From an optimization exercise on the open Yosys and OpenROAD flow, aimed at small area and a short achievable clock period; shortcuts taken in it are not production practice. In this exercise RTL edits were held to simulation tests only and were not proved equivalent to the original. Power and IR drop assume default switching activity.

==> design/flow/design.v <==
`timescale 1ns/1ns
`default_nettype none
package cray_pkg;
   localparam logic [6:0]  VL_RESET    = 7'd64;
   localparam logic [17:0] LIMIT_RESET = 18'h3FFFF;
endpackage
`default_nettype wire
`timescale 1ns/1ns
`default_nettype none
module cray_core_top
(
   input  wire          clk,
   input  wire          rst,
   input  wire  [15:0]  i_nip_nxt,
   input  wire  [63:0]  i_word_nxt,
   input  wire          i_nip_vld,
   output logic [23:0]  o_p_addr,
   output logic         o_clear_ibufs,
   output logic         o_mem_ce,
   output logic [63:0]  o_data_to_mem,
   output logic         o_mem_wr_en
);
   logic s_exec, s_clr, s_fetch, s_wait, s_store, s_load, s_done;
   logic clr_q;
   logic [3:0]  cnt;
   logic [3:0]  cnt_nxt;
   logic        last;
   logic        ctx_rst;
   logic        ctx_rst_nxt;
   logic [7:0]  active_xa;
   logic [7:0]  xa;
   logic [6:0]  vl;
   logic [17:0] base_addr;
   logic [17:0] limit_addr;
   logic [23:0] p_addr;
   logic [23:0] a_rf [8];
   logic [15:0] nip;
   logic        nip_vld;
   logic [2:0]  cls;
   logic [2:0]  ci, cj, ck;
   logic [23:0] op_a, op_b;
   localparam logic [2:0] C_NOP   = 3'b000;
   localparam logic [2:0] C_EXCH  = 3'b001;
   localparam logic [2:0] C_SETVL = 3'b010;
   localparam logic [2:0] C_IMM22 = 3'b100;
   localparam logic [2:0] C_IMM6  = 3'b101;
   localparam logic [2:0] C_ADD   = 3'b110;
   localparam logic [2:0] C_SUB   = 3'b111;
   logic [2:0]  nip_cls;
   logic        exch_req, shift, two_parcel_nip;
   logic        wr_en, set_vl;
   logic [23:0] sum, result, wdata;
   logic        load_a;
   assign last    = &cnt;
   assign cnt_nxt = (s_store || s_load) ? cnt + 4'd1 : 4'd0;
   always_comb
   begin
      case (nip[15:9])
         7'o000, 7'o004: nip_cls = C_EXCH;
         7'o002:         nip_cls = C_SETVL;
         7'o020:         nip_cls = C_IMM22;
         7'o022:         nip_cls = C_IMM6;
         7'o030:         nip_cls = C_ADD;
         7'o031:         nip_cls = C_SUB;
         default:        nip_cls = C_NOP;
      endcase
   end
   assign exch_req       = (cls == C_EXCH);
   assign shift          = s_exec && i_nip_vld && !exch_req;
   assign two_parcel_nip = nip_vld && (nip[15:9] == 7'o020);
   always_ff @(posedge clk)
   begin
      if (rst)
      begin
         s_exec  <= 1'b0;
         s_clr   <= 1'b1;
         s_fetch <= 1'b0;
         s_wait  <= 1'b0;
         s_store <= 1'b0;
         s_load  <= 1'b0;
         s_done  <= 1'b0;
         clr_q   <= 1'b1;
         cnt     <= 4'd0;
      end
      else
      begin
         s_exec  <= (s_exec && !exch_req) || s_done;
         s_clr   <= s_exec && exch_req;
         s_fetch <= s_clr || (s_fetch && !i_nip_vld);
         s_wait  <= s_fetch && i_nip_vld;
         s_store <= s_wait || (s_store && !last);
         s_load  <= (s_store && last) || (s_load && !last);
         s_done  <= s_load && last;
         clr_q   <= (s_exec && exch_req) || (s_load && last);
         cnt     <= cnt_nxt;
      end
   end
   assign ctx_rst_nxt = rst || (ctx_rst && !s_done);
   always_ff @(posedge clk)
      ctx_rst <= ctx_rst_nxt;
   always_ff @(posedge clk)
   begin
      if (rst)
         active_xa <= 8'd0;
      else if (s_exec)
         active_xa <= xa;
   end
   always_ff @(posedge clk)
   begin
      if (s_clr || s_done)
      begin
         nip_vld <= 1'b0;
         cls     <= C_NOP;
      end
      else if (shift)
      begin
         nip_vld <= !two_parcel_nip;
         cls     <= nip_vld ? nip_cls : C_NOP;
      end
   end
   always_ff @(posedge clk)
   begin
      if (shift)
      begin
         nip <= i_nip_nxt;
         ci  <= nip[8:6];
         cj  <= nip[5:3];
         ck  <= nip[2:0];
      end
   end
   logic [2:0]  rj;
   logic [23:0] rd_j, rd_k;
   logic        fwd_j, fwd_k, zero_j, zero_k;
   assign rj     = s_exec ? nip[5:3] : cnt_nxt[2:0];
   assign rd_j   = a_rf[rj];
   assign rd_k   = a_rf[nip[2:0]];
   assign zero_j = s_exec && (nip[5:3] == 3'd0);    
   assign zero_k = (nip[2:0] == 3'd0);
   assign fwd_j  = s_exec && cls[2] && (ci == nip[5:3]) && !zero_j;
   assign fwd_k  = cls[2] && (ci == nip[2:0]) && !zero_k;
   always_ff @(posedge clk)
   begin
      if (shift || s_wait || s_store)
         op_a <= fwd_j ? result : zero_j ? 24'd0 : rd_j;
      if (shift)
         op_b <= fwd_k ? result : zero_k ? 24'd0 : rd_k;
   end
   logic [23:0] bk, g, p;
   logic [23:0] gg [6];
   logic [23:0] pp [6];
   logic        sub;
   assign sub = cls[0];
   assign bk  = op_b ^ {24{sub}};
   assign g   = op_a & bk;
   assign p   = op_a ^ bk;
   always_comb
   begin
      gg[0] = g;
      pp[0] = p;
      gg[0][0] = g[0] | (p[0] & sub);    
      for (int l = 0; l < 5; l++)
         for (int b = 0; b < 24; b++)
            if (b >= (1 << l))
            begin
               gg[l+1][b] = gg[l][b] | (pp[l][b] & gg[l][b - (1 << l)]);
               pp[l+1][b] = pp[l][b] & pp[l][b - (1 << l)];
            end
            else
            begin
               gg[l+1][b] = gg[l][b];
               pp[l+1][b] = pp[l][b];
            end
   end
   assign sum = p ^ {gg[5][22:0], sub};
   assign wr_en  = shift && cls[2];
   assign set_vl = shift && (cls == C_SETVL);
   assign result = cls[1] ? sum : cls[0] ? {18'd0, cj, ck} : {2'd0, cj, ck, nip};
   assign load_a = s_load && !cnt[3];
   assign wdata  = s_load ? i_word_nxt[23:0] : result;
   always_ff @(posedge clk)
   begin
      for (int n = 0; n < 8; n++)
         if ((load_a && cnt[2:0] == 3'(n)) || (wr_en && ci == 3'(n)))
            a_rf[n] <= wdata;
   end
   logic [23:0] p_inc;
   always_comb
      for (int b = 0; b < 24; b++)
         p_inc[b] = p_addr[b] ^ (&(p_addr | ~((24'd1 << b) - 24'd1)));
   always_ff @(posedge clk)
   begin
      if (shift)
         p_addr <= p_inc;
      else if (s_load && cnt == 4'd0)
         p_addr <= i_word_nxt[47:24];
   end
   always_ff @(posedge clk)
   begin
      if (s_load && cnt == 4'd1) base_addr  <= i_word_nxt[45:28];
      if (s_load && cnt == 4'd2) limit_addr <= i_word_nxt[45:28];
      if (s_load && cnt == 4'd3) xa         <= i_word_nxt[47:40];
      if (s_load && cnt == 4'd3)
         vl <= i_word_nxt[39:33];
      else if (set_vl)
         vl <= (ck == 3'd0) ? 7'd1 : op_b[6:0];    
   end
   logic sel_a, sel_p, sel_b, sel_l, sel_l1, sel_x, sel_v, sel_v1;
   always_ff @(posedge clk)
   begin
      sel_a  <= !cnt_nxt[3] && !ctx_rst_nxt;
      sel_p  <= (cnt_nxt == 4'd0) && !ctx_rst_nxt;
      sel_b  <= (cnt_nxt == 4'd1) && !ctx_rst_nxt;
      sel_l  <= (cnt_nxt == 4'd2) && !ctx_rst_nxt;
      sel_l1 <= (cnt_nxt == 4'd2) &&  ctx_rst_nxt;
      sel_x  <= (cnt_nxt == 4'd3);
      sel_v  <= (cnt_nxt == 4'd3) && !ctx_rst_nxt;
      sel_v1 <= (cnt_nxt == 4'd3) &&  ctx_rst_nxt;
   end
   logic [23:0] st_hi;
   assign st_hi = ({24{sel_p}} & p_addr)
                | ({24{sel_b}} & {2'd0, base_addr, 4'd0})
                | ({24{sel_l}} & {2'd0, limit_addr, 4'd0})
                | ({24{sel_l1}} & {2'd0, cray_pkg::LIMIT_RESET, 4'd0})
                | ({24{sel_x}} & {active_xa, 16'd0})
                | ({24{sel_v}} & {8'd0, vl, 9'd0})
                | ({24{sel_v1}} & {8'd0, cray_pkg::VL_RESET, 9'd0});
   assign o_p_addr      = s_exec ? p_addr : {10'd0, active_xa, cnt, 2'b00};
   assign o_clear_ibufs = clr_q;
   assign o_mem_ce      = s_store;
   assign o_mem_wr_en   = s_store;
   assign o_data_to_mem = {16'd0, st_hi, op_a & {24{sel_a}}};
endmodule
`default_nettype wire
==> design/flow/flow/run.sh <==
#!/bin/bash
# Standard ORFS layout (the standard.sh, standard synthesis unchanged),
# except that buffer_ports puts plain buf_2 buffers on the I/O ports instead
# of the delay buffers it picks by default.
# Full make output goes to make.log; ORFS keeps each step's log in orfs/logs.
set -euo pipefail
export BUFFER_PORTS_ARGS="-buffer_cell sky130_fd_sc_hd__buf_2"
bash standard.sh > make.log 2>&1
==> design/flow/standard.sh <==
#!/bin/bash
# synth_recipe.tcl (not shown) runs the flow's synth.tcl, then flattens the netlist and writes it again
# the make line also repeats each setting of config.mk as NAME=value (left out here)
make -C /OpenROAD-flow-scripts/flow DESIGN_CONFIG=/design/flow/config.mk WORK_HOME=/design/flow/orfs CLKGATE_MAP_FILE= SYNTH_SCRIPT=/design/flow/synth_recipe.tcl "${@:-finish}"
==> design/flow/config.mk <==
export PLATFORM = sky130hd
export DESIGN_NAME = cray_core_top
export DESIGN_NICKNAME = cray_core_top
export VERILOG_FILES = /design/flow/design.v
export SDC_FILE = /design/flow/constraint.sdc
export NUM_CORES = 4
export LEC_CHECK = 0
export CAP_MARGIN = 20
export CORE_MARGIN = 2
export CORE_UTILIZATION = 55
export CTS_CLUSTER_DIAMETER = 80
export CTS_CLUSTER_SIZE = 30
export SETUP_SLACK_MARGIN = 3.0
export SLEW_MARGIN = 20
==> design/flow/constraint.sdc <==
create_clock -name core_clock -period 6.0 [get_ports {clk}]
set_input_delay 1.2000 -clock core_clock [delete_from_list [all_inputs] [get_ports {clk}]]
set_output_delay 1.2000 -clock core_clock [all_outputs]
set_load 0.01 [all_outputs]
==> results of run 1 <==
## sequential cells by signal, summed over array words and instances (netlist names), 16 cells and up, named ones only
| name | flops |
|---|---|
| base_addr | 18 |
| a_rf | 192 |
| limit_addr | 18 |
| p_addr | 24 |
| op_b | 24 |
| op_a | 24 |
| nip | 16 |
## kinds of logic after synthesis
kind of cell | Yosys count
AND/OR/NAND/NOR | 434
AO/OA/AOI/OAI | 426
adder cells (fa/ha/maj) | 37
multiplexers | 106
buffers and inverters | 160
XOR/XNOR | 68
other | 1
flip-flops | 373
## Yosys cell counts (41+ instances only)
cell type	n
and2_1	44
clkbuf_1	61
o21ai_0	48
a21oi_1	100
o22ai_1	50
xor2_1	41
o21ai_1	54
nand2_1	191
nor2_1	91
mux2i_1	51
edfxtp_1	340
## power by group through the flow
stage / registers, mW / clock network [mW] / logic, mW
6_report: 2.82 / 1.71 / 0.201
5_1_grt: 2.82 / 1.81 / 0.216
4_1_cts: 2.82 / 1.72 / 0.183
3_5_place_dp: 2.88 / 0 / 0.162
3_3_place_gp: 2.88 / 0 / 0.160
2_1_floorplan: 2.87 / 0 / 0.107
## metal layers
| layer | up-vias | wire (um) |
|---|---|---|
| met3 | 91 | 5750 |
| met1 | 6955 | 24000 |
| met2 | 760 | 26100 |
| met4 | 2 | 1420 |
| met5 | - | 13 |
| li1 | 6302 | - |
## worst reg2reg max path, cell delays in order (launching register included)
cell and delay, ns:
dfxtp_4 0.39, buf_12 0.17, xor2_2 0.20, ha_4 0.32, nand4_1 0.20, or3_1 0.40
or3_4 0.38, a31oi_4 0.19, o22ai_2 0.10, xnor2_2 0.31, o2bb2ai_1 0.24
## area by class of cell
cell class	count	area, um2
antenna	1	2.50
sequential	373	10900
tap	448	561
inverter	38	145
fill	2603	11800
clock buffer	22	539
clock inverter	12	206
timing repair buffer	205	1340
multi-input combinational	1087	8210
## worst max-delay path by stage
stage	from	endpoint	slack, ns	cells after the start
after global routing	cls[0]	a_rf[4][18]	2.92	11
final	cls[0]	op_b[22]	2.94	10
after CTS	cls[0]	a_rf[3][5]	2.97	8
after floorplan	cls[0]	a_rf[0][22]	3.00	13
after global placement	cls[0]	a_rf[1][14]	2.00	11
after detailed placement	cls[0]	a_rf[7][14]	2.00	11
## what timing repair did
action / CTS / global route
cloned: 1 / 1
pin swaps: 27 / 17
setup endpoints to repair: 375 / 206
hold buffers: 0 / 0
buffers inserted: 22 / 13
gates resized for setup: 105 / 53
hold endpoints to repair: 0 / 0
==> run notes, run 1 <==
- In the synthesized netlist the async set-or-reset flop fraction comes to 0.
- Among cell families on the critical path, the largest total delay comes from simple AND/OR/NAND/NOR gates.
- Setup repair after global routing could not meet its margin everywhere.
* Data arrival time of the critical path: 3.40 ns
- In the synthesized netlist the dominant register cell turns out to be edfxtp_1.
- The synthesized-area fraction occupied by ao, oa, aoi and oai cells is 0.149.
* TritonCTS clock tree: built
* Total half-perimeter wirelength after legalization and detailed placement: 37500 um
- Summed over all failing endpoints, the final setup total negative slack is 0 ns.
- Routability-driven placement finished with a final weighted congestion of 0.886.
- Post-synthesis cell count: 1605
- STA classifies the critical path endpoint as a register.
- Post-layout util: 0.650
* Minimum clock period: 3.06 ns
- In this run the static leakage power is 8.06 nW.
* Net count of the finished layout: 1845
* Worst Path Buf+Inv: 1
- Multiplexer fraction of the synthesized cell area: 0.0781
- Count of buffers from port buffering: 141
- Capture endpoint of the worst hold path: s_wait
- Delay contributed by the slowest stage of the critical path: 0.39 ns
- Of all cell types, the one taking the most synthesized area is edfxtp_1.
- The tree is rooted in a clkbuf_16.
- Global-route total usage across every layer: 0.314
- Per-cell via count in the routed design: 6.45
- Number of global-route vias before repair: 13400
- Of the post-synthesis cell area, the dominant cell type holds 0.539.
- Counting flops and latches in the post-synthesis netlist gives 373.
- Met1 GRT Util: 0.462
- Sw frac: 0.229
* Site row count: 67
* Power per cell area: 216 nW/um2
- Summing every instance area after synthesis gives 18900 um2.
* Actual transition at the worst max-transition pin: 0.992 ns
- Hold Crit Class: reg2reg
* Die extent in x: 190 um
- DRT antenna net count: 0
- The endpoint identified for the worst register-to-register timing path is op_b[22].
- Yosys synthesis warning count: 4
- Of the total synthesized cell area, the portion taken by XOR and XNOR cells is 0.0318.
- Share of layout cells above drive strength 1: 0.232
* GRT busiest layer: met2
* Initial standard-cell utilization of the core: 0.562
* Crit path required time: 6.34 ns
- Global Route met2 Usage: 0.489
- Clock buffer count from CTS: 20
* Total length of routed wires: 57300 um
- Initial antenna violation count: 2
- Setup violations remaining at the end of the flow were counted as 0.
- Max frequency: 0.327 GHz
- Core Region: 33700 um2
- Dominant combinational cell family by area after synthesis: compound AO/OA/AOI/OAI gates
- Min-delay src: s_fetch
- In the global route stage, met3 resource usage came out at 0.0564.
- Number of cells in the design after placement: 2114
* Comb pwr share: 0.043
- After clock tree synthesis, the clock-pin slew on the worst setup and hold paths is 0.11 ns.
* Clock share of power: 0.361
- The die covers 36000 um2.
- The final count of pins violating max slew was 0.
- Cell Chain, Critical Path: buf_12 > xor2_2 > ha_4 > nand4_1 > or3_1 > or3_4 > a31oi_4 > o22ai_2 > xnor2_2 > o2bb2ai_1
* Clock H-tree levels: 1
- Post-route worst hold slack: 0.498 ns
* I/O Pins: 174
- Leaving out fill and tap cells, the most frequent cell in the layout is edfxtp_1.
- Along the worst hold path, the cell count comes to 1.
- From synthesis to final layout, the design area changed by 15.6%.
- Worst Path Max Fanout: 12
* Commonest non-fill, non-tap cells in the layout: edfxtp_1, nand2_1, buf_2, a21oi_1, nor2_1
- In this run the deepest clock path goes through 3 buffers.
- Clock Sinks: 373
- Y dimension of the die: 190 um
* Slowest cell on crit path: dfxtp_4
* Global-route wire length before repair: 83800 um
- Sequential share of power: 0.596
- Power Total: 4.73 mW
- The run finished with no timing, DRC or antenna violations.
* Post-synthesis share of cell area spent on and, or, nand and nor gates: 0.105
- Maximum number of pins on one net before global-route repair: 59
- In this run the register-to-register setup slack is 2.94 ns.
* GR Overflow Total: 0
* Worst slew slack as a fraction of its limit: 0.338
- CP startpoint kind: register
* Final worst path period share: 0.509
* Distinct cells, synth: 78
- First-pass detailed-route iteration total: 7
* Total number of vias: 14100
- Clock latency on the worst-skew pair, taken at its later pin, is 0.59 ns.
- Least setup slack across all paths after layout: 2.94 ns
* Adder and majority cell fraction of the synthesized area: 0.0248
- Length in cells of the worst reg-to-reg path: 10
* Largest voltage drop on the vdd net: 239 uV
- Total of max-cap violations: 0
- Timing analysis after detailed placement gives a worst setup slack of 2.00 ns.
* Number of enable-type register cells in the synthesized netlist: 340
- Mean Syn Cell Area: 11.8 um2
* Number of cells in the finished layout apart from fillers: 2186
- The startpoint identified for the worst register-to-register timing path is cls[0].
- Final number of hold-violating endpoints: 0
- Switching power: 1.08 mW
- By startpoint and endpoint, the worst setup path is classified as reg2reg.
- Design area: 21900 um2
- For this run, the register share of the synthesized area comes to 0.574.
* # DRC: 0
- Summing all placed instances gives a cell area of 20000 um2.
- For the final database, setup skew stands at 0.0679 ns.
- By area the synthesized netlist is led by edfxtp_1, nand2_1, mux4_2.
- First DRT Iteration DRCs: 1589
- Internal power comes to 3.64 mW.
- Per-cell routed wire length: 26.2 um
==> run 2, diff against run 1 <==
--- a/design/flow/config.mk
+++ b/design/flow/config.mk
@@ -10,5 +10,5 @@
 export CORE_UTILIZATION = 55
 export CTS_CLUSTER_DIAMETER = 80
 export CTS_CLUSTER_SIZE = 30
-export SETUP_SLACK_MARGIN = 3.0
+export SETUP_SLACK_MARGIN = 2.8
 export SLEW_MARGIN = 20
==> run 2 against run 1 <==
Effect of this change: via count up 0.15%; clock skew fell by 0.044 ns; die area is the same; synthesized cell count is the same; worst setup slack got worse by 0.23 ns; core utilization shrank 0.71 points; maximum frequency is 6.9% lower; still clean; first-iteration DRC count down 5.7%; sequential share of layout area rose by 0.53 points; global-route usage shrank 0.10 points; critical path depth shrank 3; flip-flop and latch count did not move.
==> run notes, run 2 <==
- Dividing the detail-routed via count by the number of cells gives 6.48.
* Placed Instance Area: 19900 um2
- Number of enable-type register cells in the synthesized netlist: 340
- Setup violations remaining at the end of the flow were counted as 0.
- Dominant synthesized flop cell: edfxtp_1
- In this run the tightest slew margin relative to its limit is 0.338.
- Actual transition at the worst max-transition pin: 0.983 ns
- For this run, the register share of the synthesized area comes to 0.574.
* Site row count: 67
- Global-route total usage across every layer: 0.313
- Top-count cell post-synth: edfxtp_1
- Crit path required time: 6.28 ns
- TritonCTS built the clock tree.
- Of the cells placed in the final design, the portion with a size suffix greater than 1 is 0.225.
* CP startpoint kind: register
* Worst Path Max Fanout: 24
* Area of the die: 36000 um2
* Total number of vias: 14100
- Final worst path period share: 0.547
- The final count of pins violating max slew was 0.
- Hold buffer count at CTS: 0
- First-pass detailed-route iteration total: 5
- Hold Crit Class: reg2reg
* Least setup slack across all paths after layout: 2.72 ns
- The die is 190 um wide.
- Once placement completed, the tool counted placed cells totaling 2110.
* Initial standard-cell utilization of the core: 0.562
* Most frequent standard cell in the layout excluding fill and tap cells: edfxtp_1
- Register with the highest flop count: a_rf
- The worst-case IR drop observed on VDD is 230 uV.
- Layout filler cell count: 2674
* Final GP Congestion: 0.905
- The clock net in this run drives a total of 373 sinks.
- The worst hold path begins at s_fetch.
- Clock H-tree levels: 1
* Minimum clock period: 3.28 ns
- Max frequency: 0.305 GHz
- Count of buffers from port buffering: 141
- Dividing the detail-routed wire length by the instance count gives 26.1 um.
* Number of flip-flops in the largest register: 192
* Total length of routed wires: 57000 um
- I/O Pins: 174
* Initial antenna violation count: 0
- In the routed design, unresolved DRC markers number 0.
- The setup path with the least slack is of type reg2reg.
* Worst Skew: 0.0242 ns
* Power per cell area: 224 nW/um2
- Number of buffers between clock root and the deepest sink: 3
- Dominant combinational cell family by area after synthesis: compound AO/OA/AOI/OAI gates
- The number of global-route vias before repair came to 13300.
* Data arrival time of the critical path: 3.57 ns
* Total half-perimeter wirelength after legalization and detailed placement: 37700 um
- Setup repair after global routing could not meet its margin everywhere.
- GR Overflow Total: 0
- Outcome: no timing/DRC/antenna violations
- The count of endpoints failing hold in the final timing report is 0.
- The number of antenna diodes in the final layout is 0.
- Leading cell types by total area after synthesis: edfxtp_1, nand2_1, mux4_2
* Worst slack at placement: 1.85 ns
- The tool flagged a number of max-cap violations equal to 0.
- Xor/xnor cell area share of the yosys netlist: 0.0318
- The detail route stage leaves a number of antenna-violating nets equal to 0.
- Summed over all failing endpoints, the final setup total negative slack is 0 ns.
- Top cells by instance count after synthesis: edfxtp_1, nand2_1, a21oi_1
* Syn-to-layout area delta: 14.3%
* Post-synthesis cell count: 1605
* Clock transition time at the flip-flop clock pins of the worst setup and hold paths: 0.11 ns
- STA classifies the critical path endpoint as a register.
- Clock tree synthesis selected as its root buffer the cell clkbuf_16.
- Entering global routing, the biggest net connects 59 pins.
* Number of cells in the finished layout apart from fillers: 2180
- Of the total synthesized cell area, the portion taken by AND, OR, NAND and NOR gates is 0.105.
- Y dimension of the die: 190 um
- Combined area of all synthesized cells: 18900 um2
* Adder and majority cell fraction of the synthesized area: 0.0248
* Core Region: 33700 um2
- The netlist uses 78 different library cells.
* Cell type with the largest total area after synthesis: edfxtp_1
* Compound-cell area share of the yosys netlist: 0.149
- Multiplexer fraction of the synthesized cell area: 0.0781
- Commonest non-fill, non-tap cells in the layout: edfxtp_1, nand2_1, buf_2, a21oi_1, nor2_1
* Global-route wire length before repair: 83900 um
* Net count of the finished layout: 1836
- Share of the synthesized area in the top cell type: 0.539
* First DRT Iteration DRCs: 1498
- Clock buffer count from CTS: 22
* Fraction of registers with async set or reset after synthesis: 0
* Pleak: 7.99 nW
* Flip-flop and latch count after synthesis: 373
- Yosys printed 4 warnings.
* Clock latency at the later pin of the worst-skew pair: 0.56 ns
- After routing the design area is 21700 um2.
- A synthesized cell averages 11.8 um2.
run 2: per-stage QoR:
| step | hold slack [ns] | util | total power, mW |
|---|---|---|---|
| after floorplan | 0.421 | - | 2.98 |
| after CTS | 0.484 | 0.629 | 4.84 |
| after detailed placement | 0.462 | 0.591 | 3.04 |
| after global routing | 0.508 | 0.643 | 4.96 |
| after global placement | 0.457 | 0.591 | 3.04 |
| final | 0.487 | 0.643 | 4.85 |
run 2: routing by layer:
metal | global-route usage | up-vias | part of all wire
li1 | - | 6291 | -
met1 | 0.480 | 7016 | 0.44
met2 | 0.482 | 759 | 0.45
met3 | 0.0432 | 65 | 0.095
met4 | 0.0623 | 0 | 0.017
met5 | 0 | - | 0
run 2: final timing paths:
path	to	slack, ns	cells after the start
max	op_a[7]	2.72	7
min	s_wait	0.49	1
max reg2reg	op_a[7]	2.72	7
min reg2reg	s_wait	0.49	1
run 2: what timing repair did:
| action | 4_1_cts | 5_1_grt |
|---|---|---|
| gates cloned | 1 | 0 |
| setup buffers | 12 | 17 |
| pin swaps | 7 | 12 |
| resized for setup | 54 | 70 |
| endpoints found under the setup margin | 316 | 207 |
run 2: power breakdown:
part / internal [mW] / switching [mW] / leakage (nW)
registers: 2.81 / 0.0112 / 3.34
clock network: 0.827 / 1.01 / 0.402
logic: 0.0716 / 0.118 / 4.24
total: 3.71 / 1.14 / 7.99
run 2: cells by family (layout without fill, tap and decap cells):
group	after synthesis	after routing
simple gates	434	434
buf+inv	160	271
fa+ha+maj	37	37
xor+xnor	68	68
mux	106	106
flops	373	373
other cells	1	16
compound gates	426	427
run 2: layout make-up:
cell class / instances / area (um2) / area share
well taps: 448 / 561 / 0.0259
clock buffers: 24 / 579 / 0.0267
repair buffers: 193 / 1190 / 0.0549
inverters: 38 / 144 / 0.00664
multi-input cells: 1088 / 8040 / 0.371
clock inverters: 16 / 258 / 0.0119
flip-flops and latches: 373 / 10900 / 0.503
run 2: worst max-delay path: stages (launching register included):
cell     delay (ns)
dfxtp_4        0.67
nor2_4         0.15
o31ai_4        0.61
nor2_1         0.24
nand2_2        0.40
buf_4          0.32
o21ai_1        0.08
o22ai_1        0.52
==> run 3, diff against run 2 <==
--- a/design/flow/config.mk
+++ b/design/flow/config.mk
@@ -10,5 +10,5 @@
 export CORE_UTILIZATION = 55
 export CTS_CLUSTER_DIAMETER = 80
 export CTS_CLUSTER_SIZE = 30
-export SETUP_SLACK_MARGIN = 2.8
+export SETUP_SLACK_MARGIN = 2.7
 export SLEW_MARGIN = 20
==> run 3 against run 2 <==
Effect of this change: cell count decreased by 0.78%; synthesized cell count unchanged; flip-flop and latch count unchanged; sequential share of layout area increased by 1.1 points; die area unchanged; critical path type unchanged; critical endpoint is now a_rf[3][15]; largest power group unchanged.
==> run notes, run 3 <==
- The worst path needs 3.25 ns of the cycle, external delays included.
- Summing all multi-input logic gate instances after layout gives 7820 um2.
- Counting flops per register, the top entry is a_rf.
- Clock tree synthesis selected as its root buffer the cell clkbuf_16.
- The worst setup path is launched from a register.
- For this run, the post-layout net count is 1823.
- Final worst path period share: 0.542
* Number of cells in the finished layout apart from fillers: 2163
* DRT antenna net count: 0
- Actual transition at the worst max-transition pin: 0.979 ns
- Syn-to-layout area delta: 11.9%
- Leading cell types by total area after synthesis: edfxtp_1, nand2_1, mux4_2
- A synthesized cell averages 11.8 um2.
- In this run the tool buffered the top-level ports with 141 buffer cells.
* Max frequency: 0.308 GHz
- The total area inside the core boundary comes to 33700 um2.
* Y dimension of the die: 190 um
- Number of endpoints failing setup at the final stage: 0
- The number of placed instances, taps included, is 2113.
- Clock transition time at the flip-flop clock pins of the worst setup and hold paths: 0.10 ns
* Total number of vias: 14100
- Post-synthesis cell count: 1605
- After synthesis, the most frequently instantiated cells are edfxtp_1, nand2_1, a21oi_1.
- Per-cell via count in the routed design: 6.50
* Clock latency at the later pin of the worst-skew pair: 0.56 ns
* Initial antenna violation count: 3
* Initial standard-cell utilization of the core: 0.562
* Unrepaired setup endpoints after global routing: true
* Clock H-tree levels: 1
* I/O Pins: 174
* Clock buffer count from CTS: 20
- Of the cells placed in the final design, the portion with a size suffix greater than 1 is 0.195.
- Commonest non-fill, non-tap cells in the layout: edfxtp_1, nand2_1, buf_2, a21oi_1, nor2_1
- Number of flip-flops in the largest register: 192
- Critical Path End Type: register
- Worst Path Buf+Inv: 1
- Per-cell routed wire length: 26.2 um
- Worst slack at placement: 1.85 ns
* Data arrival time of the critical path: 3.47 ns
- Pins Over Slew Limit: 0
- Classification of the worst setup path: reg2reg
* Dominant synthesized flop cell: edfxtp_1
- Final number of hold-violating endpoints: 0
- Most frequent standard cell in the layout excluding fill and tap cells: edfxtp_1
* Largest voltage drop on the vdd net: 232 uV
* Clock Sinks: 373
- Hold Crit Class: reg2reg
- First DRT Iteration DRCs: 1478
- Crit path required time: 6.22 ns
- Walking the worst path, the cells encountered are buf_4 > xor2_1 > ha_2 > a21oi_2 > nand3_1 > a211oi_1 > o21ai_1 > xor2_1 > a22oi_1 > mux2i_2.
* Area of the die: 36000 um2
- For flop-to-flop paths, the worst setup slack is 2.75 ns.
- Summed over all cells, the static leakage comes to 7.84 nW.
* Cell type with the largest total area after synthesis: edfxtp_1
- The final layout contains routed wiring with a total length of 56700 um.
* Outcome: no timing/DRC/antenna violations
- Flip-flop and latch count after synthesis: 373
- Site row count: 67
* Die extent in x: 190 um
- Layout filler cell count: 2724
- Delay contributed by the slowest stage of the critical path: 0.51 ns
- Worst Skew: 0.0279 ns
- Maximum number of pins on one net before global-route repair: 59
- GR Overflow Total: 0
* Register Area: 10900 um2
- The number of global-route vias before repair came to 13300.
* Top-count cell post-synth: edfxtp_1
* Final GP Congestion: 0.903
- Register area share after synthesis: 0.574
- Grouping stages by cell kind, the critical path spends the most delay in compound AO/OA/AOI/OAI gates.
- Global-route wire length before repair: 84000 um
- Power per cell area: 218 nW/um2
- Number of buffers between clock root and the deepest sink: 3
- The first detailed-routing pass took 5 iterations.
- # DRC: 0
* Total of max-cap violations: 0
- During synthesis, Yosys emitted a total of 4 warnings.
- In the global route stage, overall resource usage came out at 0.313.
* Cell occurring most often along the worst timing path: xor2_1
* TritonCTS clock tree: built
* Share of the synthesized area in the top cell type: 0.539
* Distinct cells, synth: 78
- Least setup slack across all paths after layout: 2.75 ns
- The wire-length estimate of the detail-placed layout is 37700 um.
* Worst slew slack as a fraction of its limit: 0.345
- Combined area of all synthesized cells: 18900 um2
- Slowest cell on crit path: dfxtp_4
- Measured on the finished design, the core utilization comes to 0.629.
* Setup TNS after final layout: 0 ns
* Diodes inserted: 0
- Counting flops with an async set or reset pin after synthesis yields a share of 0.
- The synthesized design contains 340 enable-type register cells.
- Worst Path Max Fanout: 12
[run 3: cell families (layout without fill, tap and decap cells)]
kind of cell	after synthesis	in the layout	synth area share
and+or+nand+nor	434	434	0.105
AOI/OAI and AO/OA	426	427	0.149
DFF	373	373	0.574
buffers and inverters	160	254	0.0382
muxes	106	106	0.0781
xor gates and xnor gates	68	68	0.0318
adders and majority gates	37	37	0.0248
other	1	16	0.000198
[run 3: worst register-to-register path: stages, from the launching register on]
cell	delay [ns]
dfxtp_4	0.51
buf_4	0.18
xor2_1	0.15
ha_2	0.36
a21oi_2	0.28
nand3_1	0.11
a211oi_1	0.33
o21ai_1	0.14
xor2_1	0.16
a22oi_1	0.41
mux2i_2	0.30
[run 3: final timing paths]
path | cells after the start | start | end
worst max-delay path | 10 | cls[0] | a_rf[3][15]
worst max register to register | 10 | cls[0] | a_rf[3][15]
worst min register to register | 1 | s_fetch | s_wait
worst min-delay path | 1 | s_fetch | s_wait
[run 3: power by group]
| part | switching, mW | internal [mW] |
|---|---|---|
| logic | 0.113 | 0.0679 |
| clock network | 0.936 | 0.695 |
| registers | 0.0105 | 2.81 |
[run 3: per-layer routing]
metal	global-route usage	share of wire	up-vias
li1	-	-	6252
met1	0.473	0.43	6976
met2	0.476	0.45	745
met3	0.0437	0.094	92
met4	0.0886	0.024	0
met5	0	0	-
[run 3: area by class of cell]
| class | instances | area share |
|---|---|---|
| clock buffer | 21 | 0.0248 |
| sequential | 373 | 0.514 |
| timing repair buffer | 182 | 0.0517 |
| clock inverter | 13 | 0.00797 |
| tap | 448 | 0.0264 |
| inverter | 38 | 0.00679 |
| multi-input combinational | 1088 | 0.369 |
[run 3: per-stage QoR]
stage               power [mW]  hold slack, ns  instance area (um2)
finish                    4.63           0.487                21200
global route              4.76           0.519                21200
CTS                       4.65           0.488                21000
detailed placement        3.04           0.460                19900
global placement          3.04           0.447                19900
floorplan                 2.98           0.421                19000
[run 3: timing repair]
action,in CTS,in global routing
setup buffers,8,7
gates resized for setup,46,30
pin swaps,6,3
setup endpoints to repair,330,165
gates cloned,1,0
hold buffers,0,0
==> run 4, diff against run 3 <==
--- a/design/flow/config.mk
+++ b/design/flow/config.mk
@@ -10,5 +10,5 @@
 export CORE_UTILIZATION = 55
 export CTS_CLUSTER_DIAMETER = 80
 export CTS_CLUSTER_SIZE = 30
-export SETUP_SLACK_MARGIN = 2.7
+export SETUP_SLACK_MARGIN = 2.9
 export SLEW_MARGIN = 20
==> run 4 against run 3 <==
Effect of this change: still clean; cell count grew 0.88%; synthesized cell count stayed put; clock-buffer cell count is 1 higher; register-to-register slack better by 0.22 ns.
==> run notes, run 4 <==
- Switching power: 1.06 mW
- TritonCTS built the clock tree.
* Number of enable-type register cells in the synthesized netlist: 340
* Cell type with the largest total area after synthesis: edfxtp_1
- Worst Skew: 0.0325 ns
* Length in cells of the worst reg-to-reg path: 11
- Top-count cell post-synth: edfxtp_1
- Data on the critical path is required at its endpoint by 6.25 ns.
- After legalization and detailed placement, the total HPWL measured 38000 um.
* CP startpoint kind: register
- The routed layout has 14300 vias.
* DRT antenna net count: 0
* Pins Over Slew Limit: 0
- Total of max-cap violations: 0
* Clock share of power: 0.356
* Number of cells in the finished layout apart from fillers: 2182
- Clock-pin slew was measured on the worst setup and hold paths at 0.11 ns.
* Final worst path period share: 0.505
- The critical path is of the reg2reg type.
- The number of clock buffers added by TritonCTS is 20.
- By count the netlist is led by edfxtp_1, nand2_1, a21oi_1.
- The initial antenna violation count is 1.
- Critical Path End Type: register
* Distinct cells, synth: 78
- The die covers 36000 um2.
* Combined area of the multi-input logic cells: 8090 um2
- The library cells used most frequently in the layout, excluding fill and tap cells, are edfxtp_1, nand2_1, buf_2, a21oi_1, nor2_1.
- For this run the aggregate overflow at the end of global routing stands at 0.
- The clock drives 373 sinks.
* Per-cell via count in the routed design: 6.53
- Summed over all failing endpoints, the final setup total negative slack is 0 ns.
* Worst reg2reg setup slack: 2.97 ns
- After detailed routing, the total wire length is 57200 um.
* Share of the synthesized area in the top cell type: 0.539
- Hold Crit Class: reg2reg
- Across the VDD grid, the largest voltage drop is 260 uV.
- Count of buffers from port buffering: 141
- Diodes inserted: 0
* # DRC: 0
- For this configuration, the core starts out at a cell density of 0.562.
* Unrepaired setup endpoints after global routing: true
- Internal power comes to 3.63 mW.
- The cell count after synthesis came out at 1605.
- Mean Syn Cell Area: 11.8 um2
- Per-cell routed wire length: 26.2 um
- In this run the tightest slew margin relative to its limit is 0.286.
- The register with the most flip-flops in the layout has 192 of them.
- Maximum number of pins on one net before global-route repair: 59
- Global-route wire length before repair: 84100 um
- Clock latency at the later pin of the worst-skew pair: 0.55 ns
- Fraction of registers with async set or reset after synthesis: 0
- The number of global-route vias before repair was 13300.
- The floorplan has 67 rows.
- Minimum clock period: 3.03 ns
- Across the whole layout, storage elements account for 10900 um2.
- Among all flip-flop cells after synthesis, the most frequent one is edfxtp_1.
- First-pass detailed-route iteration total: 5
- The run finished with no timing, DRC or antenna violations.
- Setup violations remaining at the end of the flow were counted as 0.
* Number of cells in the design after placement: 2118
- For hold timing, the worst endpoint is s_wait.
- In the final layout, the share of cells above drive strength 1 is 0.224.
* Flip-flop and latch count after synthesis: 373
- Measured along the y axis, the die boundary spans 190 um.
- Worst Path Max Fanout: 12
- In this run the horizontal extent of the chip is 190 um.
- Post-route worst hold slack: 0.488 ns
* Leading cell types by total area after synthesis: edfxtp_1, nand2_1, mux4_2
- Power Total: 4.68 mW
- Sw frac: 0.226
- For this design the top-level I/O count stands at 174.
- Sequential share of power: 0.602
* Final GP Congestion: 0.886
- Summed over all cells, the static leakage comes to 7.98 nW.
- For this run, the top clock speed supported by timing is 0.330 GHz.
- Core Region: 33700 um2
- Counting flops per register, the top entry is a_rf.
* Global-route total usage across every layer: 0.314
- In this run the power density over the cells is 216 nW/um2.
* Reg2reg end: a_rf[3][21]
- Comb pwr share: 0.042
- Register area share after synthesis: 0.574
- First DRT Iteration DRCs: 1312
- Relative to the synthesized area, the layout overhead comes to 14.3%.
- For this run, the number of Yosys warnings is 4.
- Clock H-tree levels: 1
- Combined area of all synthesized cells: 18900 um2
- Final number of hold-violating endpoints: 0
- Worst hold path cell count: 1
* Reg2reg start: cls[0]
* Net count of the finished layout: 1842
* Min-delay src: s_fetch
- Counting the fill cells in the layout gives 2715.
* Most frequent standard cell in the layout excluding fill and tap cells: edfxtp_1
- Number of buffers between clock root and the deepest sink: 3
- Clock tree root buffer cell: clkbuf_16
- Data on the critical path arrives at its endpoint at 3.28 ns.
- For the pin with the worst max-slew slack, the measured transition is 1.06 ns.
- Hold buffer count at CTS: 0
[run 4: layer usage]
layer / wire (um) / global-route usage
met1: 24600 / 0.465
met2: 26000 / 0.486
met3: 5400 / 0.0568
met4: 1200 / 0.0713
met5: 9 / 0
[run 4: worst max-delay path, stage by stage, from the launching register on]
cell and delay [ns]:
dfxtp_4 0.39, buf_12 0.16, xor2_1 0.16, ha_1 0.38
a21oi_2 0.28, o22ai_2 0.14, a21oi_2 0.24, a31oi_4 0.15
o21a_1 0.23, o311ai_4 0.20, buf_4 0.20, o221ai_4 0.19
[run 4: what timing repair did]
action	in CTS	in global routing
resized for setup	87	43
cloned	1	1
setup endpoints to repair	310	192
pin swaps	7	22
buffers inserted	14	14
[run 4: worst max-delay path by stage]
stage                         from     endpoint  slack (ns)  cells past startpoint
after floorplan             cls[0]  a_rf[0][22]        2.90                     13
after global placement      cls[0]  a_rf[5][14]        2.01                     11
after detailed placement    cls[0]  a_rf[5][21]        1.98                     10
after CTS                   cls[0]     op_a[21]        2.87                     10
after global routing      register     op_a[18]        2.85                      8
final                       cls[0]  a_rf[3][21]        2.97                     11
[run 4: through the flow]
stage | area (um2) | utilization | setup WS [ns]
floorplan | 19000 | - | 2.90
global placement | 20000 | 0.592 | 2.01
detailed placement | 20000 | 0.593 | 1.98
CTS | 21300 | 0.631 | 2.87
global route | 21600 | 0.642 | 2.85
finish | 21600 | 0.642 | 2.97
[run 4: power groups by stage]
stage | registers [mW] | logic, mW | clock network, mW
after CTS | 2.82 | 0.179 | 1.69
final | 2.82 | 0.195 | 1.67
after global placement | 2.88 | 0.162 | 0
after floorplan | 2.87 | 0.106 | 0
after detailed placement | 2.88 | 0.163 | 0
after global routing | 2.82 | 0.209 | 1.77
[run 4: area by class of cell]
type,count,share of cell area
multi-input combinational,1088,0.374
sequential,373,0.503
clock inverter,12,0.00896
clock buffer,22,0.0244
tap,448,0.0259
inverter,38,0.00665
timing repair buffer,201,0.0574
[run 4: cells by family after synthesis]
group / synth area share
fa+ha+maj: 0.0248
simple gates: 0.105
buf+inv: 0.0382
compound gates: 0.149
xor+xnor: 0.0318
mux: 0.0781
other cells: 0.000198
flops: 0.574
==> run 5, diff against run 4 <==
--- a/design/flow/config.mk
+++ b/design/flow/config.mk
@@ -5,6 +5,7 @@
 export SDC_FILE = /design/flow/constraint.sdc
 export NUM_CORES = 4
 export LEC_CHECK = 0
+export ABC_AREA = 1
 export CAP_MARGIN = 20
 export CORE_MARGIN = 2
 export CORE_UTILIZATION = 55
==> run 5 against run 4 <==
Effect of this change: power is 3.0% higher; synthesized cell count up 38%; flip-flop and latch count is the same.
==> run notes, run 5 <==
* Area of the die: 37200 um2
- Dominant synthesized flop cell: edfxtp_1
* Final number of hold-violating endpoints: 0
- In this run, synthesis inferred 340 flip-flops with an integrated enable.
- Clock latency at the later pin of the worst-skew pair: 0.59 ns
* Top-count cell post-synth: nand2_1
* Hold Crit Class: reg2reg
- Y dimension of the die: 193 um
- Total number of vias: 16400
* Die extent in x: 193 um
- The library cell used most frequently in the layout, excluding fill and tap cells, is nand2_1.
- GR Overflow Total: 0
- Distinct cells, synth: 49
* Pins Over Slew Limit: 0
- The initial antenna violation count is 2.
- Critical Path End Type: register
* Core Region: 35300 um2
- On the critical path the largest part of the delay comes from buffers and inverters.
- Net count of the finished layout: 2463
- The register with the most flip-flops in the layout has 192 of them.
- The flow ran to the end and the layout has no timing, DRC or antenna violations.
- Ranked by total cell area, the synthesized netlist is headed by edfxtp_1, nand2_1, inv_1.
- Setup violations remaining at the end of the flow were counted as 0.
- At the worst endpoint, the required time is 6.28 ns.
* Worst slack at placement: 1.93 ns
- After detailed routing, the total wire length is 61400 um.
* Worst Path Max Fanout: 16
* Clock buffer count from CTS: 23
* Commonest non-fill, non-tap cells in the layout: nand2_1, edfxtp_1, inv_1, o21ai_0, buf_2
- Of the available clock period, the critical path in the final layout requires 0.522.
- Power Total: 4.83 mW
* Worst Skew: 0.0410 ns
* Syn-to-layout area delta: 12.3%
- Number of cells in the finished layout apart from fillers: 2822
- Slowest cell on crit path: inv_1
- Worst slew slack as a fraction of its limit: 0.275
* Total of max-cap violations: 0
- In this run the clock root is driven by a clkbuf_16.
* Global-route total usage across every layer: 0.332
- The worst path meets setup with 2.87 ns of slack.
* First DRT Iteration DRCs: 1729
- Post-synthesis cell count: 2216
- Once detail routing completed, the nets flagged for antenna violations numbered 0.
- Top cells by instance count after synthesis: nand2_1, edfxtp_1, inv_1
* Fraction of registers with async set or reset after synthesis: 0
* Final GP Congestion: 0.930
* Site row count: 69
- Largest voltage drop on the vdd net: 263 uV
* TritonCTS clock tree: built
- Power per cell area: 219 nW/um2
- Total half-perimeter wirelength after legalization and detailed placement: 41800 um
- Flip-flop and latch count after synthesis: 373
- Cell occurring most often along the worst timing path: inv_1
- Setup repair after global routing could not meet its margin everywhere.
* Minimum clock period: 3.13 ns
- Share of the synthesized area in the top cell type: 0.521
- # DRC: 0
- Number of cells in the design after placement: 2758
* Max frequency: 0.319 GHz
- Actual transition at the worst max-transition pin: 1.09 ns
- In this run the number of H-tree levels came out at 1.
- In this run the tool buffered the top-level ports with 141 buffer cells.
* Share of layout cells above drive strength 1: 0.127
- Register with the highest flop count: a_rf
- Initial standard-cell utilization of the core: 0.555
* First-pass detailed-route iteration total: 6
* Clock Sinks: 373
* Global-route wire length before repair: 90500 um
- Maximum number of pins on one net before global-route repair: 46
- Combined area of all synthesized cells: 19600 um2
* Mean Syn Cell Area: 8.85 um2
- Clock transition time at the flip-flop clock pins of the worst setup and hold paths: 0.10 ns
- CP startpoint kind: register
- I/O Pins: 174
- Delay contributed by the slowest stage of the critical path: 0.70 ns
- Per-cell routed wire length: 21.7 um
* Pleak: 9.47 nW
- Classification of the worst setup path: reg2reg
* Worst Path Buf+Inv: 3
- Post-layout util: 0.624
- The number of global-route vias before repair was 15000.
- Of all cell types, the one taking the most synthesized area is edfxtp_1.
- The longest clock path from root to sink contains 3 buffers.
* Cell Chain, Critical Path: inv_1 > nand3_1 > buf_4 > inv_1 > a22oi_1 > o211ai_1 > nor2_1 > o21ai_0
* Hold buffer count at CTS: 0
- In the routed layout, each cell is associated on average with a via count of 5.80.
* Register area share after synthesis: 0.554
- For the worst setup path, the data arrival time is 3.42 ns.
* Setup TNS after final layout: 0 ns
- For this run, the number of Yosys warnings is 4.
[run 5: cell count changes in the layout (fill, tap and decap cells not counted), sizes merged, moves of 47 or more]
cell	delta
nand3	+47
mux2i	-51
inv	+259
o21ai	+94
nand2	+463
nor2	+55
nand4	+68
[run 5: per-layer routing]
metal	routed length, um	vias to the layer above	global-route usage
met2	26800	881	0.496
met5	0	-	0
li1	-	7705	-
met1	25900	7668	0.489
met3	6720	127	0.0584
met4	2020	0	0.110
[run 5: final cells by class]
| class | count | area, um2 |
|---|---|---|
| timing repair buffer | 196 | 1160 |
| sequential | 373 | 10900 |
| clock buffer | 24 | 579 |
| antenna | 1 | 2.50 |
| tap | 461 | 577 |
| multi-input combinational | 1450 | 7380 |
| clock inverter | 18 | 273 |
| fill | 3155 | 13300 |
| inverter | 299 | 1150 |
[run 5: repair_timing]
item	CTS	global route
buffers inserted	10	11
pin swaps	1	2
endpoints found under the setup margin	454	146
gates cloned	0	0
gates resized for setup	34	17
[run 5: final timing paths]
check	start	to	slack, ns	depth (start not counted)
setup / recovery	nip[0]	op_b[5]	2.87	8
hold / removal	s_fetch	s_wait	0.45	2
setup reg to reg	nip[0]	op_b[5]	2.87	8
hold reg to reg	s_fetch	s_wait	0.45	2
[run 5: through the flow]
step	instance area (um2)	hold slack, ns
after floorplan	19700	0.417
after global placement	20800	0.433
after detailed placement	20800	0.435
after CTS	21900	0.446
after global routing	22000	0.490
final	22000	0.454
[run 5: worst reg2reg max path, stage by stage (launching register included)]
cell,delay [ns]
edfxtp_1,0.54
inv_1,0.26
nand3_1,0.11
buf_4,0.22
inv_1,0.70
a22oi_1,0.21
o211ai_1,0.14
nor2_1,0.08
o21ai_0,0.57
[run 5: report_power, final]
group          internal, mW  switching (mW)
Clock                 0.798            1.04
Combinational        0.0559           0.116
Sequential             2.81         0.00818
Total                  3.66            1.16
[run 5: kinds of logic after synthesis]
logic type                 Yosys count  share of synthesized area
xor gates and xnor gates            30                     0.0134
other                                1                   0.000191
AOI/OAI and AO/OA                  369                      0.110
buffers and inverters              408                     0.0852
DFF                                373                      0.554
adders and majority gates           37                     0.0240
and+or+nand+nor                    998                      0.213
==> run 6, diff against run 5 <==
--- a/design/flow/config.mk
+++ b/design/flow/config.mk
@@ -5,10 +5,9 @@
 export SDC_FILE = /design/flow/constraint.sdc
 export NUM_CORES = 4
 export LEC_CHECK = 0
-export ABC_AREA = 1
 export CAP_MARGIN = 20
 export CORE_MARGIN = 2
-export CORE_UTILIZATION = 55
+export CORE_UTILIZATION = 60
 export CTS_CLUSTER_DIAMETER = 80
 export CTS_CLUSTER_SIZE = 30
 export SETUP_SLACK_MARGIN = 2.9
==> run 6 against run 5 <==
Effect of this change: clock power is 15% lower; area after synthesis is 3.4% lower; maximum frequency is 1.5% higher; highest routed layer is now met5; die area is 11% lower; first-iteration DRC count is 5.6% lower; still clean on timing, DRC and antenna; power is 5.1% lower.
==> run notes, run 6 <==
- Worst hold path cell count: 1
- The initial antenna violation count came to 2.
- Static timing analysis puts the maximum clock frequency at 0.324 GHz.
- Reg2reg start: op_b[0]
- STA puts the critical path data arrival time at 3.31 ns.
* Worst slew slack as a fraction of its limit: 0.348
- Mean Syn Cell Area: 11.8 um2
- After detailed routing, the number of vias per cell comes to 6.60.
- Distinct cells, synth: 78
* Worst Skew: 0.0354 ns
- Worst slack at placement: 1.93 ns
* Number of endpoints failing setup at the final stage: 0
- In this run the standard cell core region covers 31300 um2.
* Die extent in x: 182 um
* Hold Crit Class: reg2reg
- Maximum number of pins on one net before global-route repair: 59
* Post-synthesis share of cell area spent on and, or, nand and nor gates: 0.105
* TritonCTS clock tree: built
* Final GP Congestion: 0.916
- Global-route wire length before repair: 82100 um
- Initial standard-cell utilization of the core: 0.605
* Clock transition time at the flip-flop clock pins of the worst setup and hold paths: 0.10 ns
- CTS built an H-tree with a depth of 1.
- Hold repair after CTS inserted 0 buffers.
* Minimum clock period: 3.09 ns
- For the pin with the worst max-slew slack, the measured transition is 0.967 ns.
- Multiplexer fraction of the synthesized cell area: 0.0781
* Length in cells of the worst reg-to-reg path: 10
- Reg2reg end: a_rf[0][18]
- The synthesized-area fraction occupied by ao, oa, aoi and oai cells is 0.149.
- For this design, the sink count on the clock tree is 373.
- Area of the die: 33000 um2
* Least setup slack across all paths after layout: 2.91 ns
- Setup TNS after final layout: 0 ns
* Number of buffers between clock root and the deepest sink: 3
* Min-delay src: s_fetch
* Net count of the finished layout: 1844
* Total number of vias: 14100
- In the global route stage, overall resource usage came out at 0.331.
- Yosys synthesis warning count: 4
* Dominant combinational cell family by area after synthesis: compound AO/OA/AOI/OAI gates
* Count of buffers from port buffering: 141
* Critical Path End Type: register
* Commonest non-fill, non-tap cells in the layout: edfxtp_1, nand2_1, buf_2, a21oi_1, nor2_1
- For this run, the register share of the synthesized area comes to 0.574.
* CP startpoint kind: register
* Adder and majority cell fraction of the synthesized area: 0.0248
- DRT antenna net count: 0
* Capture endpoint of the worst hold path: s_wait
* Placed Instance Area: 19900 um2
- For this run, the leading register cell type out of synthesis is edfxtp_1.
- Power per cell area: 212 nW/um2
* Clock tree root buffer cell: clkbuf_16
- The synthesized netlist occupies a cell area of 18900 um2.
- Measured on the finished design, the core utilization comes to 0.688.
- Share of layout cells above drive strength 1: 0.221
- Flip-flop and latch count after synthesis: 373
- GR Overflow Total: 0
- Detailed placement ended at an HPWL of 36900 um.
- Site row count: 65
- Unrepaired setup endpoints after global routing: true
- Y dimension of the die: 182 um
* Final worst path period share: 0.514
- Outcome: no timing/DRC/antenna violations
* Number of enable-type register cells in the synthesized netlist: 340
- Cell type with the largest total area after synthesis: edfxtp_1
- In this run the register-to-register setup slack is 2.91 ns.
- Leading cell types by total area after synthesis: edfxtp_1, nand2_1, mux4_2
- Post-synthesis cell count: 1605
* Top-count cell post-synth: edfxtp_1
* Syn-to-layout area delta: 13.7%
* I/O Pins: 174
- Leaving out fill and tap cells, the most frequent cell in the layout is edfxtp_1.
- Before antenna repair, the detailed router went through 9 iterations.
- # DRC: 0
- The final count of pins violating max slew was 0.
- Final number of hold-violating endpoints: 0
- Classification of the worst setup path: reg2reg
* Clock latency at the later pin of the worst-skew pair: 0.55 ns
* First DRT Iteration DRCs: 1632
- The routed design has 55500 um of wire.
- Largest voltage drop on the vdd net: 301 uV
- Power Total: 4.58 mW
- Worst Path Max Fanout: 8
- Clock buffer count from CTS: 19
- The register with the most flip-flops in the final layout is a_rf.
* Design area: 21600 um2
- Fraction of registers with async set or reset after synthesis: 0
* Pleak: 7.97 nW
- Of the total synthesized cell area, the portion taken by XOR and XNOR cells is 0.0318.
- Number of flip-flops in the largest register: 192
- The number of global-route vias before repair is 13400.
- Crit path required time: 6.23 ns
- Per-cell routed wire length: 26.0 um
* Top cells by instance count after synthesis: edfxtp_1, nand2_1, a21oi_1
- Across the run, the number of max-cap violations was 0.
- Share of the synthesized area in the top cell type: 0.539
==> run 6: where the power goes <==
part | switching (mW) | leakage [nW] | internal, mW
logic | 0.119 | 4.31 | 0.0778
clock network | 0.890 | 0.313 | 0.672
registers | 0.0106 | 3.35 | 2.81
==> run 6: kinds of logic after synthesis <==
| family | count (synthesis) |
|---|---|
| AO/OA/AOI/OAI | 426 |
| XOR/XNOR | 68 |
| adder cells (fa/ha/maj) | 37 |
| buffers and inverters | 160 |
| flip-flops | 373 |
| multiplexers | 106 |
| other | 1 |
| AND/OR/NAND/NOR | 434 |
==> run 6: area by class of cell <==
cell class | count | area [um2]
timing repair buffer | 205 | 1290
sequential | 373 | 10900
clock buffer | 21 | 483
fill | 2352 | 9760
inverter | 38 | 144
tap | 402 | 503
antenna | 1 | 2.50
multi-input combinational | 1087 | 8080
clock inverter | 11 | 156
==> run 6: timing repair <==
action                                  CTS  global route
endpoints found under the setup margin  403           204
cloned                                    0             0
buffers inserted                         18            18
pin swaps                                11            23
resized for setup                        86            45
==> run 6: worst max-delay path by stage <==
stage	start	endpoint	slack (ns)	cells past startpoint
global placement	cls[0]	a_rf[5][14]	1.99	9
floorplan	cls[0]	a_rf[0][22]	2.90	13
global route	cls[0]	a_rf[0][18]	2.81	11
finish	op_b[0]	a_rf[0][18]	2.91	10
detailed placement	cls[0]	a_rf[5][17]	1.93	9
CTS	cls[0]	a_rf[0][16]	2.90	12
==> run 6: metrics by stage <==
| stage | std cells | hold slack, ns |
|---|---|---|
| 2_1_floorplan | 1620 | 0.421 |
| 3_3_place_gp | 2068 | 0.448 |
| 3_5_place_dp | 2069 | 0.463 |
| 4_1_cts | 2119 | 0.483 |
| 5_1_grt | 2138 | 0.499 |
| 6_report | 2138 | 0.482 |
==> run 6: worst max-delay path: stages (launching register included) <==
cell and delay, ns:
edfxtp_1 0.49, mux2i_4 0.27, inv_1 0.09, fa_2 0.38, a21o_1 0.23, a221oi_4 0.32, buf_4 0.17, or3_4 0.14
nand3_1 0.11, xnor2_2 0.35, o221ai_4 0.24
==> run 6: routing by layer <==
metal	vias to the layer above	track usage	wire length, um
met5	-	0	12
met2	727	0.504	25100
met4	2	0.0894	1550
met3	106	0.0856	5740
li1	6296	-	-
met1	6980	0.477	23100
==> run 7, diff against run 6 <==
--- a/design/flow/config.mk
+++ b/design/flow/config.mk
@@ -7,8 +7,8 @@
 export LEC_CHECK = 0
 export CAP_MARGIN = 20
 export CORE_MARGIN = 2
-export CORE_UTILIZATION = 60
+export CORE_UTILIZATION = 55
 export CTS_CLUSTER_DIAMETER = 80
 export CTS_CLUSTER_SIZE = 30
-export SETUP_SLACK_MARGIN = 2.9
+export SETUP_SLACK_MARGIN = 3.15
 export SLEW_MARGIN = 20
==> run 7 against run 6 <==
Effect of this change: register-to-register slack improved by 0.04 ns; hold slack improved by 0.0078 ns; power rose by 3.0%.
==> run notes, run 7 <==
- By area the synthesized netlist is led by edfxtp_1, nand2_1, mux4_2.
- The clock reaches the later pin of the worst-skew pair after 0.56 ns.
- Critical Path End Type: register
- Initial standard-cell utilization of the core: 0.562
* Sw frac: 0.228
- Number of endpoints failing setup at the final stage: 0
- The synthesized design contains 340 enable-type register cells.
- For this run, design rule violations remaining after detail routing come to 0.
- Flip-flop and latch count after synthesis: 373
- The die covers 36000 um2.
- Clock tree root buffer cell: clkbuf_16
* Dominant synthesized flop cell: edfxtp_1
* Total of max-cap violations: 0
- With fillers left out, the area of the finished cells amounts to 22900 um2.
- The netlist uses 78 different library cells.
- Total length of routed wires: 58800 um
* Number of flip-flops in the largest register: 192
* Power Total: 4.71 mW
- Post-synthesis cell count: 1605
- Switching power: 1.07 mW
- Final number of hold-violating endpoints: 0
* Total number of vias: 14400
- Yosys instantiated no cell more often than edfxtp_1.
- Dominant combinational cell family by area after synthesis: compound AO/OA/AOI/OAI gates
- Ranked by instance count, the synthesized netlist is headed by edfxtp_1, nand2_1, a21oi_1.
- Of the total synthesized cell area, the portion taken by XOR and XNOR cells is 0.0318.
- Per-cell routed wire length: 26.4 um
- Per-cell via count in the routed design: 6.46
* Worst Skew: 0.0189 ns
- Die extent in x: 190 um
* Adder and majority cell fraction of the synthesized area: 0.0248
- After layout, the worst setup slack is 2.96 ns.
- The flow ran to the end and the layout has no timing, DRC or antenna violations.
- The share of total power dissipated in sequential elements is 0.598.
* Worst slack at placement: 2.12 ns
- Max frequency: 0.329 GHz
* Mean Syn Cell Area: 11.8 um2
- Summing all placed instances gives a cell area of 20100 um2.
- Clock H-tree levels: 1
* Final worst path period share: 0.507
- Register with the highest flop count: a_rf
- Combined area of all synthesized cells: 18900 um2
- Worst reg2reg setup slack: 2.96 ns
* Comb pwr share: 0.049
- TritonCTS built the clock tree.
- Worst slew slack as a fraction of its limit: 0.308
- The tightest min-delay check is of the reg2reg type.
- Counting along the longest clock path gives a buffer depth of 3.
* Global-route total usage across every layer: 0.316
- Of the post-synthesis cell area, the dominant cell type holds 0.539.
- Pleak: 8.37 nW
* I/O Pins: 174
- Compound-cell area share of the yosys netlist: 0.149
* Multiplexer fraction of the synthesized cell area: 0.0781
- Setup TNS after final layout: 0 ns
- Classification of the worst setup path: reg2reg
- Count of buffers from port buffering: 141
- Counting flops with an async set or reset pin after synthesis yields a share of 0.
- Post-synthesis share of cell area spent on and, or, nand and nor gates: 0.105
- For this design the ratio of total power to cell area is 206 nW/um2.
- After detailed placement, the design holds a cell count of 2120.
* First-pass detailed-route iteration total: 6
* Initial antenna violation count: 0
- Row generation in the floorplan step produced 67 rows.
- Diodes inserted: 0
* Data arrival time of the critical path: 3.36 ns
* Yosys synthesis warning count: 4
* Largest voltage drop on the vdd net: 285 uV
- In the final design database the tool counted 1888 nets.
- Final GP Congestion: 0.914
- The internal portion of the total power is 3.64 mW.
- The worst setup path is launched from a register.
- The share of the Yosys chip area taken by registers is 0.574.
* Actual transition at the worst max-transition pin: 1.03 ns
- The final count of pins violating max slew came to 0.
- Fill cells in the final layout number 2481.
- Clock transition time at the flip-flop clock pins of the worst setup and hold paths: 0.11 ns
* Total half-perimeter wirelength after legalization and detailed placement: 37700 um
* Clock Sinks: 373
* Most frequent standard cell in the layout excluding fill and tap cells: edfxtp_1
- In this run, the number of DRC markers left after iteration 0 of detailed routing was 1638.
* Number of global-route vias before repair: 13600
- Y dimension of the die: 190 um
* Commonest non-fill, non-tap cells in the layout: edfxtp_1, nand2_1, buf_2, nor2_1, a21oi_1
- The total area inside the core boundary comes to 33700 um2.
* Minimum clock period: 3.04 ns
- Entering global routing, the biggest net connects 59 pins.
- Of the total power, the clock network draws 0.354.
* Hold buffer count at CTS: 0
* Crit path required time: 6.32 ns
* Syn-to-layout area delta: 20.8%
- Setup repair after global routing could not meet its margin everywhere.
* Global-route wire length before repair: 84300 um
- TritonCTS created 20 clock buffers.
- The count of nets left with antenna violations once routing finished came out at 0.
- The total overflow left after global routing is 0.
- The finished layout holds 2228 standard cells, fillers aside.
* Cell type with the largest total area after synthesis: edfxtp_1
- Share of layout cells above drive strength 1: 0.287
- In this run the worst path has a maximum fanout of 8.
## run 7: cell count changes in the layout (fill, tap and decap cells not counted), sizes merged
cell,previous run,this run
clkinv,6,4
clkinvlp,0,3
buf,205,246
diode,1,0
clkbuf,21,24
## run 7: critical path, cell delays in order (launching register included)
cell and delay, ns:
dfxtp_4 0.42, buf_16 0.17, xor2_4 0.19, ha_4 0.31, nand4_1 0.20, or3_1 0.37
or3_4 0.38, a31oi_4 0.17, o22ai_4 0.12, xnor2_4 0.17, a22o_4 0.28
## run 7: per-stage QoR
stage           util  hold WS [ns]
2_1_floorplan      -         0.421
3_3_place_gp   0.594         0.451
3_5_place_dp   0.595         0.446
4_1_cts        0.651         0.482
5_1_grt        0.679         0.513
6_report       0.679         0.490
## run 7: what timing repair did
| item | 4_1_cts | 5_1_grt |
|---|---|---|
| pin swaps | 31 | 64 |
| setup buffers | 38 | 33 |
| endpoints found under the setup margin | 426 | 256 |
| resized for setup | 151 | 113 |
| cloned | 2 | 1 |
## run 7: cell families after synthesis
group	Yosys count
XOR/XNOR	68
multiplexers	106
other	1
adder cells (fa/ha/maj)	37
AND/OR/NAND/NOR	434
flip-flops	373
AO/OA/AOI/OAI	426
buffers and inverters	160
## run 7: area by class of cell
cell class	count	area, um2	area share
flip-flops and latches	373	10900	0.477
multi-input cells	1087	8780	0.384
repair buffers	248	1760	0.0770
well taps	448	561	0.0245
clock buffers	22	529	0.0231
clock inverters	12	193	0.00842
inverters	38	151	0.00662
## run 7: power by group through the flow
| stage | Clock (mW) | Combinational (mW) | Sequential, mW |
|---|---|---|---|
| global placement | 0 | 0.164 | 2.88 |
| floorplan | 0 | 0.110 | 2.87 |
| global route | 1.78 | 0.243 | 2.82 |
| detailed placement | 0 | 0.166 | 2.88 |
| CTS | 1.69 | 0.196 | 2.82 |
| finish | 1.67 | 0.229 | 2.82 |
## run 7: path summary, 6_finish.rpt
path / startpoint / to / depth (start not counted)
max: cls[0] / a_rf[0][22] / 10
min: s_fetch / s_wait / 1
max reg2reg: cls[0] / a_rf[0][22] / 10
min reg2reg: s_fetch / s_wait / 1
## run 7: per-layer routing
layer  global-route usage  wire, um  up-vias
li1                     -         -     6375
met1                0.462     24200     7122
met2                0.487     26900      790
met3               0.0692      6270      109
met4               0.0727      1410        0
met5                    0         0        -
==> run 8, diff against run 7 <==
==> design/flow/flow/run.sh (replaced) <==
#!/bin/bash
# Standard ORFS layout (the standard.sh, standard synthesis unchanged),
# except that buffer_ports puts plain buf_1 buffers on the I/O ports instead
# of the delay buffers it picks by default.
# Full make output goes to make.log; ORFS keeps each step's log in orfs/logs.
set -euo pipefail
export BUFFER_PORTS_ARGS="-buffer_cell sky130_fd_sc_hd__buf_1"
bash standard.sh > make.log 2>&1
--- a/design/flow/config.mk
+++ b/design/flow/config.mk
@@ -8,7 +8,5 @@
 export CAP_MARGIN = 20
 export CORE_MARGIN = 2
 export CORE_UTILIZATION = 55
-export CTS_CLUSTER_DIAMETER = 80
-export CTS_CLUSTER_SIZE = 30
-export SETUP_SLACK_MARGIN = 3.15
+export SETUP_SLACK_MARGIN = 3.0
 export SLEW_MARGIN = 20
==> run 8 against run 7 <==
Effect of this change: core utilization down 1.2 points; cell count is 0.18% higher; global-route usage grew 0.43 points; design area decreased by 1.8%; still clean on timing, DRC and antenna; worst setup slack worse by 0.064 ns; wire length rose by 0.55%; sequential share of layout area increased by 0.82 points; clock power rose by 47%; power up 16%; combinational power decreased by 12%; clock-buffer cell count grew 33; critical endpoint unchanged.
==> run notes, run 8 <==
- Outcome: no timing/DRC/antenna violations
- Dividing the final minimum period by the clock period gives 0.518.
* Most frequent standard cell in the layout excluding fill and tap cells: edfxtp_1
- After routing, the total negative slack on setup checks comes to 0 ns.
- Excluding fillers, the count of instances in the completed layout stands at 2232.
- Setup violations remaining at the end of the flow were counted as 0.
* Largest voltage drop on the vdd net: 296 uV
- STA classifies the critical path startpoint as a register.
- Across all setup checks in the final design, the least slack found is 2.89 ns.
* Final number of hold-violating endpoints: 0
* Area of the die: 36000 um2
- Internal power comes to 4.32 mW.
- Global-route total usage across every layer: 0.320
- Clock buffer count from CTS: 41
- Across the run, the number of max-cap violations was 0.
- Y dimension of the die: 190 um
* Switching power: 1.15 mW
- Dominant synthesized flop cell: edfxtp_1
- Ranked by flip-flop count, first place goes to a_rf.
- Hold timing on the final database bottoms out at a slack of 0.488 ns.
- In the layout the commonest cells are edfxtp_1, nand2_1, buf_1, a21oi_1, nor2_1.
- Clock latency at the later pin of the worst-skew pair: 0.56 ns
- Per-cell via count in the routed design: 6.45
- Headroom to the max-slew limit came out at 0.363.
- For this design the static power due to leakage is 7.87 nW.
- The floorplan step set the die width to 190 um.
- Summing every instance area after synthesis gives 18900 um2.
* Flip-flop and latch count after synthesis: 373
- The min-delay analysis places its worst path in the category reg2reg.
- Final GP Congestion: 0.898
* Clock transition time at the flip-flop clock pins of the worst setup and hold paths: 0.06 ns
* Initial antenna violation count: 0
* I/O Pins: 174
- STA classifies the critical path endpoint as a register.
- Core Region: 33700 um2
* Worst slack at placement: 1.92 ns
- In this run, placement finished with an instance count of 2117.
- Data arrives at the worst endpoint at 3.40 ns.
- Initial standard-cell utilization of the core: 0.562
- In this run the mean area of a mapped cell was 11.8 um2.
- For this run, the post-layout net count is 1876.
- Crit path required time: 6.29 ns
* Clock share of power: 0.447
- Worst reg2reg setup slack: 2.89 ns
* Clock H-tree levels: 2
- Top-count cell post-synth: edfxtp_1
* Number of enable-type register cells in the synthesized netlist: 340
- Sw frac: 0.211
- Count of buffers from port buffering: 141
==> run 8: cell counts after synthesis <==
No cell type changed its count.
==> run 8: worst paths after layout <==
kind                 from  cells after the start           to
setup reg to reg   cls[0]                     10  a_rf[0][22]
hold reg to reg   s_fetch                      1       s_wait
hold / removal    s_fetch                      1       s_wait
setup / recovery   cls[0]                     10  a_rf[0][22]
==> run 8: per-stage QoR <==
step,total power [mW],cell area (um2)
finish,5.48,22500
global route,5.61,22500
CTS,5.47,21700
detailed placement,3.04,19800
global placement,3.04,19800
floorplan,2.98,19100
==> run 8: per-layer routing <==
metal / part of all wire / up-vias / track usage
met1: 0.41 / 7054 / 0.464
met5: 0 / - / 0
met3: 0.11 / 106 / 0.0616
li1: - / 6374 / -
met4: 0.028 / 0 / 0.0966
met2: 0.46 / 864 / 0.493
==> run 8: logic make-up after synthesis <==
| group | after synthesis | share of synthesized area |
|---|---|---|
| AO/OA/AOI/OAI | 426 | 0.149 |
| XOR/XNOR | 68 | 0.0318 |
| adder cells (fa/ha/maj) | 37 | 0.0248 |
| buffers and inverters | 160 | 0.0382 |
| flip-flops | 373 | 0.574 |
| multiplexers | 106 | 0.0781 |
| other | 1 | 0.000198 |
| AND/OR/NAND/NOR | 434 | 0.105 |
==> run 8: area by class of cell <==
| type | instances | area share |
|---|---|---|
| Tap cell | 448 | 0.0249 |
| Clock buffer | 55 | 0.0494 |
| Inverter | 38 | 0.00640 |
| Multi-Input combinational cell | 1089 | 0.372 |
| Clock inverter | 16 | 0.00769 |
| Sequential cell | 373 | 0.485 |
| Timing Repair Buffer | 213 | 0.0544 |
==> run 8: power groups by stage <==
stage | Clock, mW | Combinational, mW | Sequential [mW]
after detailed placement | 0 | 0.158 | 2.88
after CTS | 2.47 | 0.176 | 2.82
after floorplan | 0 | 0.107 | 2.87
after global routing | 2.57 | 0.216 | 2.82
final | 2.45 | 0.202 | 2.83
after global placement | 0 | 0.156 | 2.88
==> run 8: critical path, stage by stage, from the launching register on <==
cell and delay, ns:
dfxtp_4 0.39, clkbuf_16 0.20, xor2_4 0.19, ha_4 0.34
nand4_1 0.19, or3_1 0.36, or3_4 0.38, a31oi_4 0.18
o22ai_2 0.10, xnor2_2 0.21, a22o_4 0.30
==> run 8: what timing repair did <==
item,4_1_cts,5_1_grt
hold buffers,0,0
cloned,1,3
endpoints found under the setup margin,411,244
buffers inserted,17,23
pin swaps,18,40
resized for setup,97,85

Check on run 8: ideal ports give 2.894 ns setup slack; a clkbuf_16 on the clock port and buf_2 on the inputs give 2.894 ns; moving port delays by the midpoint clock arrival (0.605 ns) as well gives 2.676 ns.
